Source: an optimization exercise on an open RTL-to-GDS flow (aim: small area and a short achievable clock period). Production flows keep margins and buffers that such runs may drop. Only simulation tests tie the RTL to the original design; equivalence was not proved. No activity file was given, so power comes from the tool's default toggle rates.

== the reference run ==
// hybrid_cache
module hybrid_cache (
	input wire clk,
	input wire reset_n,
	input wire [32-1:0] dcache_rdaddr,
	input wire dcache_rdreq,
	output logic [32-1:0] dcache_out,
	output logic dcache_out_valid,
	output logic dcache_rd_ready,
	input wire [32-1:0] dcache_wraddr,
	input wire dcache_wrreq,
	input wire [32-1:0] dcache_in,
	output logic dcache_wr_ready,
	input wire [32-1:0] icache_rdaddr,
	input wire icache_rdreq,
	output logic [32-1:0] icache_out,
	output logic icache_out_valid,
	output logic icache_rd_ready,
	output logic [32-1:0] mem_addr,
	output logic [32-1:0] mem_in,
	input wire [32-1:0] mem_out,
	input wire mem_out_valid,
	output logic mem_wrreq,
	output logic mem_rdreq
);
For scale: about 4800 cells after synthesis, ~1400 flip-flops, ~300 I/O pins, about 68000 µm² of cells after synthesis.
export LEC_CHECK = 0
export CAP_MARGIN = 20
export CORE_MARGIN = 2
export CORE_UTILIZATION = 42
export SLEW_MARGIN = 20
export SYNTH_HIERARCHICAL = 1
export SYNTH_MINIMUM_KEEP_SIZE = 0
export SETUP_SLACK_MARGIN = 7.5
export BUFFER_PORTS_ARGS = -buffer_cell sky130_fd_sc_hd__buf_1
export CTS_ARGS = -sink_clustering_enable -repair_clock_nets -buf_list sky130_fd_sc_hd__clkbuf_16 -sink_clustering_size 20 -sink_clustering_max_diameter 100 -dont_use_dummy_load
create_clock -name core_clock -period 14.0 [get_ports {clk}]
standard.sh (not shown) runs the stock make flow with config.mk's settings and CLKGATE_MAP_FILE= SYNTH_SCRIPT=/design/flow/synth_recipe.tcl, a recipe that flattens the netlist after the stock synthesis.
==> flow/flow/run.sh <==
#!/bin/bash
# The standard layout, with tighter setup repair, chosen port buffers and
# smaller clock buffers; each tool's output goes to the logs under orfs/logs
set -euo pipefail
cat flow/extra.mk >> config.mk
bash standard.sh > standard.log 2>&1
==> flow/flow/extra.mk <==
export SETUP_SLACK_MARGIN = 7.5
export BUFFER_PORTS_ARGS = -buffer_cell sky130_fd_sc_hd__buf_1
export CTS_ARGS = -sink_clustering_enable -repair_clock_nets -buf_list sky130_fd_sc_hd__clkbuf_16 -sink_clustering_size 20 -sink_clustering_max_diameter 100 -dont_use_dummy_load
Every stage of the flow completed for the reference run, and the final layout passed the timing, design-rule and antenna checks.
Setup changes, the reference run to the trial run
- SLEW_MARGIN changed from 20 to 10
- CAP_MARGIN changed from 20 to 10
[summary]
- Diff the reference run..the trial run | post-route standard cell area excluding fillers | negligible
- Taking the reference run as the reference, in the trial run routed wire length closely matched the old numbers; via-per-instance ratio held; sequential cell count about even; transition time at the pin with the least slew margin level; total routing resource utilization after global routing stayed essentially flat.
- As far as wire length on met3 goes, the trial run and the reference run are indistinguishable; the numbers are identical.
- The reference run → the trial run: met1 wire length closely matched the old numbers, data arrival time of the critical path closely matched the old numbers, global-route wire length before repair closely matched the old numbers.
- The minimum clock period was comparable across the trial run and the reference run.

* * *

Another version of the RTL of hybrid_cache (not shown whole).
Size in the first run: ~5100 cells after synthesis, roughly 1400 flip-flops, roughly 69000 µm² of cells after synthesis.
export LEC_CHECK = 0
export CAP_MARGIN = 20
export CORE_MARGIN = 2
export CORE_UTILIZATION = 42
export PLACE_DENSITY = 0.72
export SLEW_MARGIN = 20
export SYNTH_HIERARCHICAL = 1
export SYNTH_MINIMUM_KEEP_SIZE = 0
export SETUP_SLACK_MARGIN = 7.5
export BUFFER_PORTS_ARGS = -buffer_cell sky130_fd_sc_hd__buf_1
export CTS_ARGS = -sink_clustering_enable -repair_clock_nets -buf_list sky130_fd_sc_hd__clkbuf_16 -sink_clustering_size 20 -sink_clustering_max_diameter 100 -dont_use_dummy_load
create_clock -name core_clock -period 14.0 [get_ports {clk}]
Scripts as last shown in full above: flow/flow/run.sh, flow/flow/extra.mk
The baseline finished with timing, DRC and antenna clean.
Then changed:
--- a/flow/config.mk
+++ b/flow/config.mk
@@ -7,7 +7,6 @@
 export LEC_CHECK = 0
-export CAP_MARGIN = 20
+export CAP_MARGIN = 10
 export CORE_MARGIN = 2
-export CORE_UTILIZATION = 42
-export PLACE_DENSITY = 0.72
-export SLEW_MARGIN = 20
+export CORE_UTILIZATION = 48
+export SLEW_MARGIN = 10
 export SYNTH_HIERARCHICAL = 1
Outcome: Via count came out lower by about 1.6%; cell area came out lower by about 0.9%; clock-buffer cell count came out lower by 2; worst setup slack gets better by 0.12 ns; clock skew came out lower by 0.032 ns; hold slack gets better by 0.066 ns; core utilization came out higher by 6.4 points; clock power barely changes; synthesized cell count does not change; cell count came out lower by about 4%; register-to-register slack gets better by 0.12 ns.
Then changed:
--- a/flow/config.mk
+++ b/flow/config.mk
@@ -7,6 +7,6 @@
 export LEC_CHECK = 0
-export CAP_MARGIN = 10
+export CAP_MARGIN = 20
 export CORE_MARGIN = 2
-export CORE_UTILIZATION = 48
-export SLEW_MARGIN = 10
+export CORE_UTILIZATION = 42
+export SLEW_MARGIN = 20
 export SYNTH_HIERARCHICAL = 1
Effect: Sequential power hardly moves; setup slack improves by 0.073 ns; count of clock-buffer cells in the layout is unchanged; maximum frequency climbs by 0.97%; synthesized area does not change; global-route usage drops by 4.4 points; utilization drops by 6.2 points; cell area climbs by 1.3%.

* * *

== run G ==
Starting RTL as in the previous note.
==> flow/config.mk <==
export PLATFORM = sky130hd
export DESIGN_NAME = hybrid_cache
export DESIGN_NICKNAME = hybrid_cache
export VERILOG_FILES = /design/flow/design.v
export SDC_FILE = /design/flow/constraint.sdc
export NUM_CORES = 4
export LEC_CHECK = 0
export CAP_MARGIN = 20
export CORE_MARGIN = 2
export CORE_UTILIZATION = 42
export SLEW_MARGIN = 20
export SYNTH_HIERARCHICAL = 1
export SYNTH_MINIMUM_KEEP_SIZE = 0
export SETUP_SLACK_MARGIN = 7.5
export BUFFER_PORTS_ARGS = -buffer_cell sky130_fd_sc_hd__buf_1
export CTS_ARGS = -sink_clustering_enable -repair_clock_nets -buf_list sky130_fd_sc_hd__clkbuf_16 -sink_clustering_size 30 -sink_clustering_max_diameter 60 -dont_use_dummy_load
==> flow/constraint.sdc <==
create_clock -name core_clock -period 14.0 [get_ports {clk}]
set_input_delay 2.8000 -clock core_clock [delete_from_list [all_inputs] [get_ports {clk}]]
set_output_delay 2.8000 -clock core_clock [all_outputs]
set_load 0.01 [all_outputs]
==> flow/flow/extra.mk <==
export SETUP_SLACK_MARGIN = 7.5
export BUFFER_PORTS_ARGS = -buffer_cell sky130_fd_sc_hd__buf_1
export CTS_ARGS = -sink_clustering_enable -repair_clock_nets -buf_list sky130_fd_sc_hd__clkbuf_16 -sink_clustering_size 30 -sink_clustering_max_diameter 60 -dont_use_dummy_load
Scripts as last shown in full above: flow/flow/run.sh
Run G | stages: all done | timing, DRC, antenna: all pass
Changes in run B relative to run G:
# run G
export LEC_CHECK = 0
export CAP_MARGIN = 20
export CORE_MARGIN = 2
export CORE_UTILIZATION = 42
export SLEW_MARGIN = 20
export SYNTH_HIERARCHICAL = 1
export SYNTH_MINIMUM_KEEP_SIZE = 0
export SETUP_SLACK_MARGIN = 7.5
export BUFFER_PORTS_ARGS = -buffer_cell sky130_fd_sc_hd__buf_1
export CTS_ARGS = -sink_clustering_enable -repair_clock_nets -buf_list sky130_fd_sc_hd__clkbuf_16 -sink_clustering_size 30 -sink_clustering_max_diameter 60 -dont_use_dummy_load
create_clock -name core_clock -period 14.0 [get_ports {clk}]
# run B
export LEC_CHECK = 0
export CAP_MARGIN = 10
export CORE_MARGIN = 2
export CORE_UTILIZATION = 48
export SLEW_MARGIN = 10
export SYNTH_HIERARCHICAL = 1
export SYNTH_MINIMUM_KEEP_SIZE = 0
export SETUP_SLACK_MARGIN = 6.6
export BUFFER_PORTS_ARGS = -buffer_cell sky130_fd_sc_hd__buf_1
export CTS_ARGS = -sink_clustering_enable -repair_clock_nets -buf_list sky130_fd_sc_hd__clkbuf_16 -sink_clustering_size 20 -sink_clustering_max_diameter 100 -dont_use_dummy_load
create_clock -name core_clock -period 14.0 [get_ports {clk}]
==> flow/flow/extra.mk <==
export SETUP_SLACK_MARGIN = 6.6
export BUFFER_PORTS_ARGS = -buffer_cell sky130_fd_sc_hd__buf_1
export CTS_ARGS = -sink_clustering_enable -repair_clock_nets -buf_list sky130_fd_sc_hd__clkbuf_16 -sink_clustering_size 20 -sink_clustering_max_diameter 100 -dont_use_dummy_load
Notes after the runs:
Summary of the comparison: proportion of cell area spent on the clock network is lower in run B, relative to run G. Delta (run B minus run G): peak supply drop moved up, setup slack of the critical path after layout increased 0.0057 ns, growth of design area from synthesis to finish saw a decrease, count of antenna diodes in the layout lower, final cell count without fillers now sits lower. In terms of power attributed to combinational cells, run B and run G differ only marginally. Cell area after layout on run B is ahead of run G. In summary, run B completed successfully, with a layout that passed the timing, design-rule and antenna checks. Run B falls short of run G in routed wire length.

* * *

Another version of the RTL of hybrid_cache (not shown whole).
For scale: ~1,400 flip-flops, ~300 I/O pins, ~67,000 um2 of cells after synthesis.
Settings: LEC_CHECK=0, CAP_MARGIN=10, CORE_MARGIN=2, CORE_UTILIZATION=42, SLEW_MARGIN=10, SYNTH_HIERARCHICAL=1, SYNTH_MINIMUM_KEEP_SIZE=0, SETUP_SLACK_MARGIN=7.5, BUFFER_PORTS_ARGS=-buffer_cell sky130_fd_sc_hd__buf_1, CTS_ARGS=-sink_clustering_enable -repair_clock_nets -buf_list sky130_fd_sc_hd__clkbuf_16 -sink_clustering_size 20 -sink_clustering_max_diameter 100 -dont_use_dummy_load; clock period 14.0 ns.
==> flow/flow/extra.mk <==
export SETUP_SLACK_MARGIN = 7.5
export BUFFER_PORTS_ARGS = -buffer_cell sky130_fd_sc_hd__buf_1
export CTS_ARGS = -sink_clustering_enable -repair_clock_nets -buf_list sky130_fd_sc_hd__clkbuf_16 -sink_clustering_size 20 -sink_clustering_max_diameter 100 -dont_use_dummy_load
Scripts as last shown in full above: flow/flow/run.sh
Edit:
CAP_MARGIN = 20   (was 10)
SLEW_MARGIN = 20   (was 10)
After rerunning: Flip-flop and latch count stays the same; hold slack got worse by 0.0032 ns; area after synthesis stays the same; worst setup slack loses 0.0073 ns.

-- port drivers added, routing unchanged --
How much do the figures lean on ideal ports? The routed layouts below were timed once more, with nothing changed but the port constraints. Step 1 (the two cells are an assumption about what drives the block):
set clk [get_ports {clk}]
set_driving_cell -lib_cell sky130_fd_sc_hd__clkbuf_16 $clk
set_driving_cell -lib_cell sky130_fd_sc_hd__buf_2 [delete_from_list [all_inputs] $clk]
Step 2 also shifts input and output timing later by t, the mid clock arrival at the registers, as if the neighbouring blocks saw the same clock. a / b / c = no drivers / after step 1 / after step 2; a / b = the first two.
| run | shift t [ns] | setup slack, ns | pins driven straight from the clock port |
|---|---|---|---|
| the reference run | 0.783 | 6.831 / 6.773 / 6.210 | 1 |
| the trial run | 0.783 | 6.831 / 6.773 / 6.210 | 1 |
| the first run of note 2 | 0.798 | 6.230 / 6.209 / 5.744 | 1 |
| the second run of note 2 | 0.783 | 6.348 / 6.295 / 6.295 | 1 |
| the third run of note 2 | 0.807 | 6.421 / 6.374 / 6.374 | 1 |
| run G | 0.827 | 6.356 / 6.309 / 6.309 | 1 |
| run B | 0.776 | 6.362 / 6.311 / 6.311 | 1 |
| the first run of note 4 | 0.780 | 6.895 / 6.842 / 6.842 | 1 |
| the second run of note 4 | 0.769 | 6.887 / 6.814 / 6.814 | 1 |
After both steps setup and hold are still met in every run listed.
